Context: an optimization exercise on an open-source flow, tuned for small area. The choices shown serve that exercise and are no tape-out recipe.
In this exercise RTL edits were held to simulation tests only and were not proved equivalent to the original.

==> build 50: inputs <==
==> flow/design.v (excerpt) <==
module volume_scaler #(
    parameter int AUDIO_W = 16,
    parameter int GAIN_W  = 16,
    parameter int STEP    = 64
) (
    input  logic                       Clk,
    input  logic                       nReset,
    input  logic                       Strobe,
    input  logic [AUDIO_W-1:0]         Audio_L,
    input  logic [AUDIO_W-1:0]         Audio_R,
    input  logic [GAIN_W-1:0]          Gain_L,
    input  logic [GAIN_W-1:0]          Gain_R,
    input  logic                       Mute,
    output logic [AUDIO_W+GAIN_W-1:0]  Out_L,
    output logic [AUDIO_W+GAIN_W-1:0]  Out_R,
    output logic                       Out_Valid,
    output logic                       Muted,
    output logic [1:0]                 Dbg_State
);
    localparam int OUT_W = AUDIO_W + GAIN_W;
    typedef enum logic [1:0] {
        UNMUTED   = 2'd0,
        RAMP_DOWN = 2'd1,
        MUTED     = 2'd2,
        RAMP_UP   = 2'd3
    } state_t;
    state_t            state, state_nxt;
    logic [GAIN_W-1:0] g_l, g_r, g_l_nxt, g_r_nxt;
    logic close_l, close_r;
    volume_scaler_ramp u_ramp_l (.g(g_l), .gain(Gain_L), .mute(Mute), .strobe(Strobe),
                                 .g_next(g_l_nxt), .close(close_l));
    volume_scaler_ramp u_ramp_r (.g(g_r), .gain(Gain_R), .mute(Mute), .strobe(Strobe),
                                 .g_next(g_r_nxt), .close(close_r));
    always_comb begin
        state_nxt = state;
        case (state)
  ...
==> flow/config.mk <==
export PLATFORM = sky130hd
export DESIGN_NAME = volume_scaler
export DESIGN_NICKNAME = volume_scaler
export VERILOG_FILES = /design/flow/design.v
export SDC_FILE = /design/flow/constraint.sdc
export NUM_CORES = 4
export LEC_CHECK = 0
export CAP_MARGIN = 20
export CORE_MARGIN = 2
export CORE_UTILIZATION = 40
export SLEW_MARGIN = 20
export SYNTH_HIERARCHICAL = 1
export SYNTH_MINIMUM_KEEP_SIZE = 0
==> flow/constraint.sdc <==
create_clock -name core_clock -period 7.5 [get_ports {Clk}]
set_input_delay 1.5000 -clock core_clock [delete_from_list [all_inputs] [get_ports {Clk}]]
set_output_delay 1.5000 -clock core_clock [all_outputs]
set_load 0.01 [all_outputs]
standard.sh (not shown) runs the stock make flow with config.mk's settings and CLKGATE_MAP_FILE= SYNTH_SCRIPT=/design/flow/synth_recipe.tcl, a recipe that flattens the netlist after the stock synthesis.
==> flow/flow/run.sh <==
#!/bin/bash
# The standard layout, with two changes that only affect which cells are used:
# every port still gets its own buffer, but the smallest one (buf_1, which
# repair_design then sizes as needed) instead of clkdlybuf4s50_1, and CTS does
# not add dummy loads. Tool output goes to standard.log and ORFS's own logs.
set -euo pipefail
export BUFFER_PORTS_ARGS="-buffer_cell sky130_fd_sc_hd__buf_1"
export CTS_ARGS="-sink_clustering_enable -repair_clock_nets -dont_use_dummy_load"
bash standard.sh > standard.log 2>&1
==> inputs of trial 55, as changes to build 50 <==
==> flow/flow/run.sh (replaced) <==
#!/bin/bash
# The standard layout, with three changes that only affect how cells are chosen:
# ports get the smallest buffer (buf_1) instead of clkdlybuf4s50_1, CTS does not
# add dummy loads, and cells off the critical paths are downsized after global
# routing (ORFS's power recovery).
set -euo pipefail
export BUFFER_PORTS_ARGS="-buffer_cell sky130_fd_sc_hd__buf_1"
export CTS_ARGS="-sink_clustering_enable -repair_clock_nets -dont_use_dummy_load"
export RECOVER_POWER=100
bash standard.sh > standard.log 2>&1
==> inputs of trial 47, as changes to build 50 <==
==> flow/run.sh (new file) <==
#!/bin/bash
# synth_recipe.tcl (not shown) runs the flow's synth.tcl, then flattens the netlist and writes it again
# the make line also repeats each setting of config.mk as NAME=value (left out here)
make -C /OpenROAD-flow-scripts/flow DESIGN_CONFIG=/design/flow/config.mk WORK_HOME=/design/flow/orfs CLKGATE_MAP_FILE= SYNTH_SCRIPT=/design/flow/synth_recipe.tcl finish
removed: flow/flow/run.sh
removed: flow/standard.sh
==> summary.txt <==
M1 wire length: 24.9 mm
average vias per placed instance: 5.19
run status: complete, no violations
global-route met2 utilization: 0.321
met3 track utilization from global routing: 0.0374
post-route cell area: 25400 um^2
sequence of cells on the critical path: nand2_1 > fa_2 > fa_1 > fa_2 > fa_2 > fa_1 > fa_1 > fa_1 > fa_2 > fa_1 > fa_1 > fa_1 > fa_1 > fa_2 > ha_1 > nor3_2 > nand4_2 > a2111oi_4 > or2_4 > fa_1
Worst Clk Skew: 0.0398 ns
Final Wtd Congestion: 0.908
number of nets in the layout: 2867
arrival time of the worst setup path: 7.65 ns
Source of the figures above: trial 47

==> summary.txt <==
run status: complete, no violations
die outline height: 240 um
arrival time of the worst setup path: 7.63 ns
nature of the critical path startpoint: flip-flop
global-route met2 utilization: 0.318
Final Wtd Congestion: 0.910
average vias per placed instance: 5.22
Worst Clk Skew: 0.0297 ns
M1 wire length: 24.8 mm
sequence of cells on the critical path: nand2_1 > fa_2 > fa_1 > fa_1 > fa_1 > fa_2 > fa_1 > fa_1 > fa_2 > fa_1 > fa_2 > fa_2 > fa_1 > fa_1 > ha_1 > nor3_2 > nand4_2 > a2111oi_4 > or2_4 > fa_1
met3 track utilization from global routing: 0.0439
post-route cell area: 24200 um^2
Source of the figures above: build 50

==> summary.txt <==
run status: failed layout checks
layout check faults: capacitance limit, slew limit
final slew viol count: 38
average vias per placed instance: 5.22
number of nets in the layout: 2866
max-cap viol count: 1
post-route cell area: 24200 um^2
sequence of cells on the critical path: nand2_1 > fa_2 > fa_1 > fa_1 > fa_1 > fa_2 > fa_1 > fa_1 > fa_2 > fa_1 > fa_2 > fa_2 > fa_1 > fa_1 > ha_1 > nor3_2 > nand4_2 > a2111oi_4 > or2_2 > fa_1
Source of the figures above: trial 55

-- separate check: timing with driven ports --
How much do the figures lean on ideal ports? The routed layouts below were timed once more, with nothing changed but the port constraints.
Step 1 assumes that a clkbuf_16 drives the clock port and a buf_2 every other input.
Step 2 also shifts input and output timing later by t, the mid clock arrival at the registers, as if the neighbouring blocks saw the same clock.
Slacks: no drivers / after step 1 / after step 2; pairs: no drivers / after step 1.
run	t, ns	setup WS [ns]	hold WS [ns]
build 50	0.615	0.299 / 0.299 / 0.299	0.308 / 0.308 / 0.308
trial 55	0.613	0.313 / 0.313 / 0.313	0.309 / 0.309 / 0.309
trial 47	0.629	0.288 / 0.288 / 0.288	0.320 / 0.320 / 0.320
